This design comes from an exercise in tuning for small area on the open sky130 flow, not from production work.
In this exercise RTL edits were held to simulation tests only and were not proved equivalent to the original.
Power and IR drop assume default switching activity.

==> flow/design.v (excerpt) <==
module teleop_drive_and_gimbal_command_unit
(
    input  logic        i_clk,
    input  logic        i_rst_n,
    input  logic [39:0] s_axis_tdata,
    input  logic        s_axis_tvalid,
    output logic        s_axis_tready,
    output logic [87:0] m_axis_tdata,
    output logic        m_axis_tvalid,
    input  logic        m_axis_tready,
    input  logic        i_cfg_we,
    input  logic [2:0]  i_cfg_idx,
    input  logic [19:0] i_cfg_data
);
    logic [6:0]  r_thr;
    logic [19:0] r_fs;
    logic [12:0] r_pan_pl, r_pan_nl, r_tilt_pl, r_tilt_nl;    
    logic [7:0]  r_pan_mr, r_tilt_mr;                         
    localparam logic [19:0] D_THR = 20'd80;
    localparam logic [19:0] D_FS  = 20'd500000;
    localparam logic [19:0] D_PPL = 20'd28000;
    localparam logic [19:0] D_PNL = 20'd28000;
    localparam logic [19:0] D_TPL = 20'd18000;
    localparam logic [19:0] D_TNL = 20'd18000;
    wire        w_rst = ~i_rst_n;
    wire [19:0] w_d0  = i_cfg_data & {20{i_rst_n}};
    wire [19:0] w_d1  = i_cfg_data | {20{w_rst}};
    function automatic logic [19:0] f_dv(input logic [19:0] dflt, input logic [19:0] d0,
  ...
Settings: LEC_CHECK=0, CAP_MARGIN=0, CORE_MARGIN=2, CORE_UTILIZATION=65, GPL_TIMING_DRIVEN=0, PLACE_DENSITY=0.75, SLEW_MARGIN=0; clock period 8.0 ns.
standard.sh (not shown) runs the stock make flow with config.mk's settings and CLKGATE_MAP_FILE= SYNTH_SCRIPT=/design/flow/synth_recipe.tcl, a recipe that flattens the netlist after the stock synthesis.
==> flow/flow/run.sh <==
#!/bin/bash
# Standard ORFS layout (the standard.sh) with these changes:
#  - port buffers use the smallest buffer, sky130_fd_sc_hd__buf_1, instead of the cell
#    buffer_ports picks by default (clkdlybuf4s50_1); every port still gets its buffer;
#  - the buffers abc inserted are removed at floorplan (global placement is not timing
#    driven here, which would otherwise remove them);
#  - clock tree synthesis without dummy loads, with small clock buffers and clusters of
#    at most 20 flip-flops.
set -euo pipefail
export BUFFER_PORTS_ARGS="-buffer_cell sky130_fd_sc_hd__buf_1"
export REMOVE_ABC_BUFFERS=1
export CTS_ARGS="-sink_clustering_enable -repair_clock_nets -dont_use_dummy_load -sink_clustering_size 20 -sink_clustering_max_diameter 60 -buf_list {sky130_fd_sc_hd__clkbuf_4 sky130_fd_sc_hd__clkbuf_8}"
bash standard.sh > standard_flow.log 2>&1
Edit:
--- a/flow/design.v
+++ b/flow/design.v
@@ -118,25 +118,26 @@
     end
     logic       w_pan_ab;
     logic [35:0] r_p;
     logic        r_sat;
     wire        w_top  = r_p[35];
     wire [7:0]  w_t    = r_p[34:27];
     wire        w_q    = (w_t >= 8'd127);
     wire [6:0]  w_remn = w_q ? 7'(w_t + 8'd1) : w_t[6:0];
     wire        w_satn = r_sat | (w_dv1 & (&r_p[34:28]));
     wire        w_sin  = (w_div & (w_q | w_satn)) |
                          (w_magw & w_mag[{r_cnt[2], ~r_cnt[1:0]}]);
     wire        w_a1   = w_ph1 & r_p[11];
-    wire        w_a2   = w_ph2 & w_top;
+    logic       r_a2;
+    wire        w_a2   = r_a2;
     wire [19:0] w_b    = ({20{w_a2}} & r_fs) | {{8{w_a1}} & w_mode, 12'd0};
     logic [35:0] w_next;
     always_comb begin
         logic c, pre;
         logic [35:0] a;
         a = {r_p[34:0], 1'b0};
         c = 1'b0;
         for (int i = 0; i < 20; i++) begin
             w_next[i] = a[i] ^ w_b[i] ^ c;
             c = (a[i] & w_b[i]) | (a[i] & c) | (w_b[i] & c);
         end
         pre = 1'b1;
@@ -145,24 +146,25 @@
             pre = pre & a[i];
         end
         w_next[0] = w_next[0] | w_sin;
     end
     always_ff @(posedge i_clk) begin
         if (w_step & ~w_hold) r_p[27:0] <= w_next[27:0];
         if (w_step) begin
             r_p[35]    <= w_next[35];
             r_p[34:29] <= w_div ? w_remn[6:1] : w_next[34:29];
             r_p[28]    <= w_div ? w_remn[0] : (w_pabs ? w_pan_ab : w_next[28]);
         end
         r_sat      <= w_step & w_div & w_satn;
+        r_a2       <= ~w_start & (r_cnt >= 7'd47) & (r_cnt < 7'd63) & r_p[34];
     end
     logic [14:0] r_pan_pos, r_tilt_pos;
     logic        r_pan_c, r_tilt_c;
     function automatic logic f_hit(input logic [7:0] g, input logic [14:0] pos,
                                    input logic [12:0] lim_p, input logic [12:0] lim_n);
         logic gt, lt;
         gt    = ~pos[14] & (pos[13] | f_gt13(pos[12:0], lim_p, 1'b0));
         lt    = pos[14] & (~pos[13] | f_gt13(~pos[12:0], lim_n, 1'b1));
         f_hit = (~g[7] & (|g[6:0]) & gt) | (g[7] & lt);
     endfunction
     wire w_pan_hit  = f_hit(w_pan,  r_pan_pos,  r_pan_pl,  r_pan_nl);
     wire w_tilt_hit = f_hit(w_tilt, r_tilt_pos, r_tilt_pl, r_tilt_nl);
Outcome:
- The changed run completed with no timing, DRC or antenna violations
- fmax climbs by about 1.7%
- utilization decreases by 2.4 points
- setup slack improves by 130 ps
- routed wire length went up by 0.55%
- sequential cell count came out higher by 1
- area after synthesis grows by 2.4%
- global-route usage rose by 0.16 points
- first-iteration DRC count went up by about 32%

---

teleop_drive_and_gimbal_command_unit, a different RTL version from the one above (not shown whole).
Size in the first run: ~830 cells after synthesis, roughly 0.0098 mm² of cells after synthesis.
==> flow/config.mk <==
export PLATFORM = sky130hd
export DESIGN_NAME = teleop_drive_and_gimbal_command_unit
export DESIGN_NICKNAME = teleop_drive_and_gimbal_command_unit
export VERILOG_FILES = /design/flow/design.v
export SDC_FILE = /design/flow/constraint.sdc
export NUM_CORES = 4
export LEC_CHECK = 0
export CAP_MARGIN = 0
export CORE_MARGIN = 2
export CORE_UTILIZATION = 65
export GPL_TIMING_DRIVEN = 0
export PLACE_DENSITY = 0.75
export SLEW_MARGIN = 0
==> flow/constraint.sdc <==
create_clock -name core_clock -period 8.0 [get_ports {i_clk}]
set_input_delay 1.6000 -clock core_clock [delete_from_list [all_inputs] [get_ports {i_clk}]]
set_output_delay 1.6000 -clock core_clock [all_outputs]
set_load 0.01 [all_outputs]
Scripts as last shown in full above: flow/flow/run.sh
Change:
--- a/flow/design.v
+++ b/flow/design.v
@@ -172,23 +172,25 @@
         f_hit = (~g[7] & (|g[6:0]) & gt) | (g[7] & lt);
     endfunction
     wire w_pan_hit  = f_hit(w_pan,  r_pan_pos,  r_pan_pl,  r_pan_nl);
     wire w_tilt_hit = f_hit(w_tilt, r_tilt_pos, r_tilt_pl, r_tilt_nl);
     logic [7:0] r_o_tilt;                  
     logic       r_o_pneg, r_o_tneg;         
     logic       r_pan_seen, r_tilt_seen;    
     logic       r_o_phit, r_o_thit, r_o_fr, r_o_fl;
     wire [2:0] w_gi      = r_cnt[2:0];
-    wire       w_pan_g   = w_pan[w_gi];
-    wire       w_tilt_g  = w_tilt[w_gi];
-    assign     w_pan_ab  = w_pan_g ^ (w_pan[7] & r_pan_seen);
-    wire       w_pan_cb  = ~r_o_phit & ((w_gsel & w_pan_g)  | (w_gsgn & w_pan[7]));
-    wire       w_tilt_cb = ~r_o_thit & ((w_gsel & w_tilt_g) | (w_gsgn & w_tilt[7]));
+    wire       w_pan_g   = w_pan[w_gi]  & ~r_o_phit;
+    wire       w_tilt_g  = w_tilt[w_gi] & ~r_o_thit;
+    wire       w_pan_s7  = w_pan[7]  & ~r_o_phit;
+    wire       w_tilt_s7 = w_tilt[7] & ~r_o_thit;
+    assign     w_pan_ab  = w_pan_g ^ (w_pan_s7 & r_pan_seen);
+    wire       w_pan_cb  = (w_gsel & w_pan_g)  | (w_gsgn & w_pan_s7);
+    wire       w_tilt_cb = (w_gsel & w_tilt_g) | (w_gsgn & w_tilt_s7);
     wire       w_pan_s   = r_pan_pos[0]  ^ w_pan_cb  ^ r_pan_c;
     wire       w_tilt_s  = r_tilt_pos[0] ^ w_tilt_cb ^ r_tilt_c;
     wire       w_rot2    = w_gsel | w_gsgn;
     wire       w_rot     = w_step & (w_rot1 | w_rot2);
     wire       w_clr     = w_rot1 & r_rf;
     always_ff @(posedge i_clk) begin
         if (w_rot) begin
             r_pan_pos  <= {w_pan_s  & ~w_clr, r_pan_pos[14:1]};
             r_tilt_pos <= {w_tilt_s & ~w_clr, r_tilt_pos[14:1]};
@@ -200,35 +202,35 @@
     end
     always_ff @(posedge i_clk) begin
         if (w_start) begin
             r_o_pneg <= w_pan[7];
             r_o_tneg <= w_tilt[7];
             r_o_fr   <= w_fwd_r;
             r_o_fl   <= w_fwd_l;
         end
         if (w_step & w_gsel) begin
-            r_o_tilt <= {w_tilt_g ^ (w_tilt[7] & r_tilt_seen), r_o_tilt[7:1]};
+            r_o_tilt <= {w_tilt_g ^ (w_tilt_s7 & r_tilt_seen), r_o_tilt[7:1]};
         end
         r_pan_seen  <= w_step & w_pabs & (r_pan_seen  | w_pan_g);
         r_tilt_seen <= w_step & w_gsel & (r_tilt_seen | w_tilt_g);
         if (w_step & w_hitc) begin
             r_o_phit <= w_pan_hit;
             r_o_thit <= w_tilt_hit;
         end
     end
     wire [7:0] w_pan_abs  = {r_p[28], r_p[29], r_p[30], r_p[31],
                              r_p[32], r_p[33], r_p[34], r_p[35]};
     wire [7:0] w_tilt_abs = r_o_tilt;
     wire w_pan_big  = f_gt8(w_pan_abs,  r_pan_mr,  1'b0);
     wire w_tilt_big = f_gt8(w_tilt_abs, r_tilt_mr, 1'b0);
-    wire [7:0] w_pan_rate  = (r_o_phit | w_pan_big)  ? 8'd0 : w_pan_abs;
-    wire [7:0] w_tilt_rate = (r_o_thit | w_tilt_big) ? 8'd0 : w_tilt_abs;
+    wire [7:0] w_pan_rate  = w_pan_big  ? 8'd0 : w_pan_abs;
+    wire [7:0] w_tilt_rate = w_tilt_big ? 8'd0 : w_tilt_abs;
     assign s_axis_tready = r_busy & w_last;
     assign m_axis_tvalid = r_ovalid;
     assign m_axis_tdata  = {2'b00,
-                            w_tilt_big & ~r_o_thit, w_pan_big & ~r_o_phit,
+                            w_tilt_big, w_pan_big,
                             r_o_thit, r_o_phit,
                             w_tilt_rate, 3'b000, w_pan_rate, 3'b000,
                             ~r_o_tneg, ~r_o_pneg,
                             r_p[27:0], r_p[27:0],
                             r_o_fl, r_o_fr};
 endmodule
- The changed run completed with no timing, DRC or antenna violations
- routed wire length goes down by 1.2%
- setup slack hardly moves
- via count fell by about 3.6%
- global-route usage hardly moves
- utilization decreases by 0.42 points
- non-clock buffer count falls by 1
- sequential power is about the same

-- separate check: timing with driven ports --
No port has a modelled driver above. Below, the same layouts with a new extraction and two added sets of constraints.
Step 1: set_driving_cell puts a clkbuf_16 on i_clk and a buf_2 on each other input, an assumption about the parent block.
Step 2 times the ports against the registers' clock, not the clock port: input delays grow and output delays shrink by t, the midpoint of the rising clock arrivals with the driver on.
Slacks: no drivers / after step 1 / after step 2; pairs: no drivers / after step 1.
| run | shift t [ns] | setup slack, ns | latest minus earliest clock arrival (ns) |
|---|---|---|---|
| the first run of note 1 | 0.480 | 0.239 / 0.239 / 0.239 | 0.018 / 0.018 |
| the second run of note 1 | 0.486 | 0.369 / 0.369 / 0.369 | 0.024 / 0.025 |
| the first run of note 2 | 0.478 | 0.325 / 0.325 / 0.325 | 0.034 / 0.034 |
| the second run of note 2 | 0.473 | 0.323 / 0.323 / 0.323 | 0.026 / 0.026 |
After both steps every run listed still meets setup and hold.
